This design comes from an exercise in tuning for small area and a short achievable clock period on the open sky130 flow, not from production work.
At most, simulation tests tie the RTL to the original design; equivalence was not proved.
No activity file was given, so power comes from the tool's default toggle rates.

==> flow/design.v <==
module drp_responder #(
    parameter int LATENCY = 4    
) (
    input  logic        clk,
    input  logic        rst,
    input  logic        den,
    input  logic        dwe,
    input  logic [6:0]  daddr,
    input  logic [15:0] di,
    output logic [15:0] drp_do,
    output logic        drdy,
    input  logic        sample_valid,
    input  logic [5:0]  sample_chan,
    input  logic [11:0] sample_data,
    output logic        proto_err
);
    logic        p1, p2, p3;
    logic        busy, accept;
    logic [7:0]  a_hi;       
    logic [15:0] a_lo;       
    logic        we_r;
    logic [15:0] di_r;
    logic        s_v;
    logic [5:0]  s_ch;
    logic [11:0] s_d;
    logic        rst_r;
    logic [11:0] meas [64];
    logic [15:0] cfg  [64];
    logic [15:0] rd_data;
    logic [15:0] h_rdata;
    assign busy   = p1 | p2 | p3 | drdy;
    assign accept = den & ~busy & ~rst;
    always_ff @(posedge clk) begin
        if (rst) begin
            p1        <= 1'b0;
            p2        <= 1'b0;
            p3        <= 1'b0;
            drdy      <= 1'b0;
            proto_err <= 1'b0;
            s_v       <= 1'b0;
        end else begin
            p1        <= accept;
            p2        <= p1;
            p3        <= p2;
            drdy      <= p3;
            proto_err <= proto_err | (den & busy);
            s_v       <= sample_valid;
        end
    end
    always_ff @(posedge clk) begin
        rst_r <= rst;
        a_hi  <= 8'b1 << daddr[6:4];
        a_lo  <= 16'b1 << daddr[3:0];
        we_r  <= dwe;
        di_r  <= di;
        s_ch  <= sample_chan;
        s_d   <= sample_data;
    end
    logic [7:0]  g_sel;
    logic [11:0] gm_r [4];
    logic [15:0] gc_r [4];
    assign g_sel = we_r ? 8'h00 : a_hi;
    always_ff @(posedge clk) begin
        for (int j = 0; j < 4; j++) begin
            logic [11:0] gm;
            logic [15:0] gc;
            gm = 12'h000;
            gc = 16'h0000;
            for (int i = 0; i < 16; i++) begin
                gm = gm | ({12{a_lo[i]}} & meas[16*j + i]);
                gc = gc | ({16{a_lo[i]}} & cfg[16*j + i]);
            end
            gm_r[j] <= {12{g_sel[j]}} & gm;
            gc_r[j] <= {16{g_sel[4 + j]}} & gc;
        end
    end
    always_comb begin
        rd_data = 16'h0000;
        for (int j = 0; j < 4; j++) begin
            rd_data = rd_data | {gm_r[j], 4'b0000} | gc_r[j];
        end
    end
    always_ff @(posedge clk) begin
        if (p2) h_rdata <= rd_data;
    end
    always_ff @(posedge clk) begin
        if (rst || !p3) drp_do <= 16'h0000;
        else            drp_do <= h_rdata;
    end
    logic [11:0] m_wd;
    logic [15:0] c_wd;
    assign m_wd = rst_r ? 12'h000 : s_d;
    assign c_wd = rst_r ? 16'h0000 : di_r;
    for (genvar g = 0; g < 64; g++) begin : g_regs
        logic m_ld, c_ld;
        assign m_ld = rst_r | (s_v && s_ch == 6'(g));
        assign c_ld = rst_r | (p1 && we_r && a_hi[4 + g / 16] && a_lo[g % 16]);
        always_ff @(posedge clk) begin
            if (m_ld) meas[g] <= m_wd;
        end
        always_ff @(posedge clk) begin
            if (c_ld) cfg[g] <= c_wd;
        end
    end
endmodule
Settings: LEC_CHECK=0, CAP_MARGIN=20, CORE_MARGIN=2, CORE_UTILIZATION=55, CTS_CLUSTER_DIAMETER=200, CTS_CLUSTER_SIZE=30, SETUP_SLACK_MARGIN=2.0, SLEW_MARGIN=20; clock period 4.0 ns.
run.sh (not shown) runs the stock make flow with config.mk's settings and CLKGATE_MAP_FILE= SYNTH_SCRIPT=/design/flow/synth_recipe.tcl, a recipe that flattens the netlist after the stock synthesis.
The starting point completed without violations.
Change:
--- a/flow/design.v
+++ b/flow/design.v
@@ -16,11 +16,11 @@
 );
     logic        p1, p2, p3;
-    logic        busy, accept;
+    logic        busy, accept;   
     logic [7:0]  a_hi;       
     logic [15:0] a_lo;       
     logic        we_r;
     logic [15:0] di_r;
-    logic        s_v;
-    logic [5:0]  s_ch;
+    logic [3:0]  s_hi;       
+    logic [15:0] s_lo;       
     logic [11:0] s_d;
     logic        rst_r;
@@ -29,8 +29,8 @@
     logic [15:0] rd_data;
     logic [15:0] h_rdata;
-    assign busy   = p1 | p2 | p3 | drdy;
     assign accept = den & ~busy & ~rst;
     always_ff @(posedge clk) begin
         if (rst) begin
+            busy      <= 1'b0;
             p1        <= 1'b0;
             p2        <= 1'b0;
@@ -38,6 +38,7 @@
             drdy      <= 1'b0;
             proto_err <= 1'b0;
-            s_v       <= 1'b0;
+            s_hi      <= 4'h0;
         end else begin
+            busy      <= accept | p1 | p2 | p3;
             p1        <= accept;
             p2        <= p1;
@@ -45,5 +46,5 @@
             drdy      <= p3;
             proto_err <= proto_err | (den & busy);
-            s_v       <= sample_valid;
+            s_hi      <= sample_valid ? 4'b1 << sample_chan[5:4] : 4'h0;
         end
     end
@@ -54,5 +55,5 @@
         we_r  <= dwe;
         di_r  <= di;
-        s_ch  <= sample_chan;
+        s_lo  <= 16'b1 << sample_chan[3:0];
         s_d   <= sample_data;
     end
@@ -94,5 +95,5 @@
     for (genvar g = 0; g < 64; g++) begin : g_regs
         logic m_ld, c_ld;
-        assign m_ld = rst_r | (s_v && s_ch == 6'(g));
+        assign m_ld = rst_r | (s_hi[g / 16] && s_lo[g % 16]);
         assign c_ld = rst_r | (p1 && we_r && a_hi[4 + g / 16] && a_lo[g % 16]);
         always_ff @(posedge clk) begin
Outcome:
- non-clock buffer count rises by 28
- final area rises by 0.51%
- worst setup slack degrades by 0.13 ns
- hold slack degrades by 0.0046 ns
- clock power rises by about 2%
- utilization rises by 0.23 points
- synthesized area rises by 0.36%
- die area rises by 0.35%
Function not checked in the second run of this note: the RTL went through the layout flow alone.

---

main:
drp_responder, a different RTL version from the one above (not shown whole).
Size in the first run: roughly 3,700 cells after synthesis, roughly 64 I/O pins, ~71,000 um2 of cells after synthesis.
==> module drp_responder, before the edit <==
module drp_responder #(
    parameter int LATENCY = 4    
) (
    input  logic        clk,
    input  logic        rst,
    input  logic        den,
    input  logic        dwe,
    input  logic [6:0]  daddr,
    input  logic [15:0] di,
    output logic [15:0] drp_do,
    output logic        drdy,
    input  logic        sample_valid,
    input  logic [5:0]  sample_chan,
    input  logic [11:0] sample_data,
    output logic        proto_err
);
    logic        p1, p2, p3;
    logic        busy, accept;   
    logic [7:0]  a_hi;       
    logic [15:0] a_lo;       
    logic        we_r;
    logic [15:0] di_r;
    logic [3:0]  s_hi;       
    logic [15:0] s_lo;       
    logic [11:0] s_d;
    logic        rst_r;
    logic [11:0] meas [64];
    logic [15:0] cfg  [64];
    logic [15:0] rd_data;
    logic [15:0] h_rdata;
    assign accept = den & ~busy & ~rst;
    always_ff @(posedge clk) begin
        if (rst) begin
            busy      <= 1'b0;
            p1        <= 1'b0;
            p2        <= 1'b0;
            p3        <= 1'b0;
            drdy      <= 1'b0;
            proto_err <= 1'b0;
            s_hi      <= 4'h0;
            s_d       <= 12'h000;
            di_r      <= 16'h0000;
        end else begin
            busy      <= accept | p1 | p2 | p3;
            p1        <= accept;
            p2        <= p1;
            p3        <= p2;
            drdy      <= p3;
            proto_err <= proto_err | (den & busy);
            s_hi      <= sample_valid ? 4'b1 << sample_chan[5:4] : 4'h0;
            s_d       <= sample_data;
            di_r      <= di;
        end
    end
    always_ff @(posedge clk) begin
        rst_r <= rst;
        a_hi  <= 8'b1 << daddr[6:4];
        a_lo  <= 16'b1 << daddr[3:0];
        we_r  <= dwe;
        s_lo  <= 16'b1 << sample_chan[3:0];
    end
    logic [7:0]  g_sel;
    logic [11:0] gm_r [4];
    logic [15:0] gc_r [4];
    assign g_sel = we_r ? 8'h00 : a_hi;
    always_ff @(posedge clk) begin
        for (int j = 0; j < 4; j++) begin
            logic [11:0] gm;
            logic [15:0] gc;
            gm = 12'h000;
            gc = 16'h0000;
            for (int i = 0; i < 16; i++) begin
                gm = gm | ({12{a_lo[i]}} & meas[16*j + i]);
                gc = gc | ({16{a_lo[i]}} & cfg[16*j + i]);
            end
            gm_r[j] <= {12{g_sel[j]}} & gm;
            gc_r[j] <= {16{g_sel[4 + j]}} & gc;
        end
    end
    always_comb begin
        rd_data = 16'h0000;
        for (int j = 0; j < 4; j++) begin
            rd_data = rd_data | {gm_r[j], 4'b0000} | gc_r[j];
        end
    end
    always_ff @(posedge clk) begin
        if (p2) h_rdata <= rd_data;
    end
    always_ff @(posedge clk) begin
        if (rst || !p3) drp_do <= 16'h0000;
        else            drp_do <= h_rdata;
    end
    logic [11:0] m_wd;
    logic [15:0] c_wd;
    assign m_wd = s_d;
    assign c_wd = di_r;
    for (genvar g = 0; g < 64; g++) begin : g_regs
        logic m_ld, c_ld;
        assign m_ld = rst_r | (s_hi[g / 16] && s_lo[g % 16]);
        assign c_ld = rst_r | (p1 && we_r && a_hi[4 + g / 16] && a_lo[g % 16]);
        always_ff @(posedge clk) begin
            if (m_ld) meas[g] <= m_wd;
        end
        always_ff @(posedge clk) begin
            if (c_ld) cfg[g] <= c_wd;
        end
    end
endmodule
==> flow/config.mk <==
export PLATFORM = sky130hd
export DESIGN_NAME = drp_responder
export DESIGN_NICKNAME = drp_responder
export VERILOG_FILES = /design/flow/design.v
export SDC_FILE = /design/flow/constraint.sdc
export NUM_CORES = 4
export LEC_CHECK = 0
export CAP_MARGIN = 20
export CORE_MARGIN = 2
export CORE_UTILIZATION = 55
export CTS_CLUSTER_DIAMETER = 200
export CTS_CLUSTER_SIZE = 30
export SETUP_SLACK_MARGIN = 2.0
export SLEW_MARGIN = 20
==> flow/constraint.sdc <==
create_clock -name core_clock -period 4.0 [get_ports {clk}]
set_input_delay 0.8000 -clock core_clock [delete_from_list [all_inputs] [get_ports {clk}]]
set_output_delay 0.8000 -clock core_clock [all_outputs]
set_load 0.01 [all_outputs]
standard.sh (not shown) runs the stock make flow with config.mk's settings and CLKGATE_MAP_FILE= SYNTH_SCRIPT=/design/flow/synth_recipe.tcl, a recipe that flattens the netlist after the stock synthesis.
==> flow/flow/run.sh <==
#!/bin/bash
set -euo pipefail
bash standard.sh MATCH_CELL_FOOTPRINT=0 finish > flow_standard.log 2>&1
#### Input delta (the feature branch over main)
--- a/flow/design.v
+++ b/flow/design.v
@@ -35,32 +35,30 @@
             p1        <= 1'b0;
             p2        <= 1'b0;
             p3        <= 1'b0;
             drdy      <= 1'b0;
             proto_err <= 1'b0;
             s_hi      <= 4'h0;
-            s_d       <= 12'h000;
-            di_r      <= 16'h0000;
         end else begin
             busy      <= accept | p1 | p2 | p3;
             p1        <= accept;
             p2        <= p1;
             p3        <= p2;
             drdy      <= p3;
             proto_err <= proto_err | (den & busy);
             s_hi      <= sample_valid ? 4'b1 << sample_chan[5:4] : 4'h0;
-            s_d       <= sample_data;
-            di_r      <= di;
         end
     end
     always_ff @(posedge clk) begin
         rst_r <= rst;
         a_hi  <= 8'b1 << daddr[6:4];
         a_lo  <= 16'b1 << daddr[3:0];
         we_r  <= dwe;
+        di_r  <= di;
         s_lo  <= 16'b1 << sample_chan[3:0];
+        s_d   <= sample_data;
     end
     logic [7:0]  g_sel;
     logic [11:0] gm_r [4];
     logic [15:0] gc_r [4];
     assign g_sel = we_r ? 8'h00 : a_hi;
     always_ff @(posedge clk) begin
@@ -89,14 +87,14 @@
     always_ff @(posedge clk) begin
         if (rst || !p3) drp_do <= 16'h0000;
         else            drp_do <= h_rdata;
     end
     logic [11:0] m_wd;
     logic [15:0] c_wd;
-    assign m_wd = s_d;
-    assign c_wd = di_r;
+    assign m_wd = rst_r ? 12'h000 : s_d;
+    assign c_wd = rst_r ? 16'h0000 : di_r;
     for (genvar g = 0; g < 64; g++) begin : g_regs
         logic m_ld, c_ld;
         assign m_ld = rst_r | (s_hi[g / 16] && s_lo[g % 16]);
         assign c_ld = rst_r | (p1 && we_r && a_hi[4 + g / 16] && a_lo[g % 16]);
         always_ff @(posedge clk) begin
             if (m_ld) meas[g] <= m_wd;
Results
Area fraction of clock buffers and clock inverters across main and the feature branch: no real change.
main → the feature branch: power share of the combinational group grew by 0.8 points; total routing resource utilization after global routing grew by 0.55 points; via count held steady; utilization grew by 0.81 points; wire length grew by 1.5%.
Summary of the feature branch over main: total power now sits higher, final hold slack now sits at about the same level, worst setup slack now sits lower, number of iterations in the first detailed-routing pass now sits at about the same level.
The RTL of the feature branch was laid out without a check of its function.

---

Starting RTL as in the previous note.
Settings: LEC_CHECK=0, CAP_MARGIN=20, CORE_MARGIN=2, CORE_UTILIZATION=55, CTS_CLUSTER_DIAMETER=200, CTS_CLUSTER_SIZE=25, SETUP_SLACK_MARGIN=2.2, SLEW_MARGIN=20; clock period 4.0 ns.
run.sh (not shown) runs the stock make flow with config.mk's settings and CLKGATE_MAP_FILE= SYNTH_SCRIPT=/design/flow/synth_recipe.tcl, a recipe that flattens the netlist after the stock synthesis.
Stock flow here: none of the scripts above is used.
The baseline completed without violations.
Change:
--- a/flow/design.v
+++ b/flow/design.v
@@ -18,12 +18,11 @@
     logic        busy, accept;   
     logic [7:0]  a_hi;       
     logic [15:0] a_lo;       
-    logic        we_r;
+    logic [3:0]  w_hi;       
     logic [15:0] di_r;
     logic [3:0]  s_hi;       
     logic [15:0] s_lo;       
     logic [11:0] s_d;
-    logic        rst_r;
     logic [11:0] meas [64];
     logic [15:0] cfg  [64];
     logic [15:0] rd_data;
@@ -37,7 +36,10 @@
             p3        <= 1'b0;
             drdy      <= 1'b0;
             proto_err <= 1'b0;
-            s_hi      <= 4'h0;
+            s_hi      <= 4'hf;
+            s_lo      <= 16'hffff;
+            w_hi      <= 4'hf;
+            a_lo      <= 16'hffff;
             s_d       <= 12'h000;
             di_r      <= 16'h0000;
         end else begin
@@ -48,21 +50,20 @@
             drdy      <= p3;
             proto_err <= proto_err | (den & busy);
             s_hi      <= sample_valid ? 4'b1 << sample_chan[5:4] : 4'h0;
+            s_lo      <= 16'b1 << sample_chan[3:0];
+            w_hi      <= (accept && dwe && daddr[6]) ? 4'b1 << daddr[5:4] : 4'h0;
+            a_lo      <= 16'b1 << daddr[3:0];
             s_d       <= sample_data;
             di_r      <= di;
         end
     end
     always_ff @(posedge clk) begin
-        rst_r <= rst;
-        a_hi  <= 8'b1 << daddr[6:4];
-        a_lo  <= 16'b1 << daddr[3:0];
-        we_r  <= dwe;
-        s_lo  <= 16'b1 << sample_chan[3:0];
+        a_hi  <= dwe ? 8'h00 : 8'b1 << daddr[6:4];
     end
     logic [7:0]  g_sel;
     logic [11:0] gm_r [4];
     logic [15:0] gc_r [4];
-    assign g_sel = we_r ? 8'h00 : a_hi;
+    assign g_sel = a_hi;
     always_ff @(posedge clk) begin
         for (int j = 0; j < 4; j++) begin
             logic [11:0] gm;
@@ -96,8 +97,8 @@
     assign c_wd = di_r;
     for (genvar g = 0; g < 64; g++) begin : g_regs
         logic m_ld, c_ld;
-        assign m_ld = rst_r | (s_hi[g / 16] && s_lo[g % 16]);
-        assign c_ld = rst_r | (p1 && we_r && a_hi[4 + g / 16] && a_lo[g % 16]);
+        assign m_ld = s_hi[g / 16] & s_lo[g % 16];
+        assign c_ld = w_hi[g / 16] & a_lo[g % 16];
         always_ff @(posedge clk) begin
             if (m_ld) meas[g] <= m_wd;
         end
After rerunning: Routed wire length falls by about 8%; combinational power is higher by about 40%; maximum frequency goes down by about 1.7%; global-route usage came out lower by 2.4 points; non-clock buffer count went down by 12; synthesized cell count goes up by about 2.5%; die area went up by about 0.6%; flip-flop and latch count came out higher by 2.
Only the layout flow was run in the second run of this note; the RTL was not checked for function there.

## re-timing with driven ports
No port has a modelled driver above. Below, the same layouts with a new extraction and two added sets of constraints.
Step 1, drivers: a clkbuf_16 drives clk and a buf_2 each remaining input, both assumed.
Step 2, shift: input delay + t, output delay - t, t = (earliest + latest rising clock arrival at the registers) / 2. This alone moves slack from input paths to output paths.
Three values: ideal ports, drivers, drivers and shift; two values: the first two.
| run | shift t [ns] | setup slack, ns | clock arrival spread, ns | worst slew at a driven data input, ns |
|---|---|---|---|---|
| the first run of note 1 | 0.772 | 1.992 / 1.914 / 1.529 | 0.050 / 0.050 | 0.18 |
| the second run of note 1 | 0.772 | 1.861 / 1.861 / 1.521 | 0.054 / 0.054 | 0.09 |
| main | 0.766 | 1.981 / 1.922 / 1.472 | 0.031 / 0.032 | 0.22 |
| the feature branch | 0.768 | 1.975 / 1.975 / 1.511 | 0.050 / 0.051 | 0.08 |
| the first run of note 3 | 0.795 | 1.974 / 1.892 / 1.645 | 0.044 / 0.043 | 0.22 |
| the second run of note 3 | 0.782 | 1.940 / 1.856 / 1.688 | 0.042 / 0.043 | 0.23 |
After both steps every run listed still meets setup and hold. The setup slack of main, which loses most, moves by -0.059 ns with the drivers and by -0.509 ns with both steps.
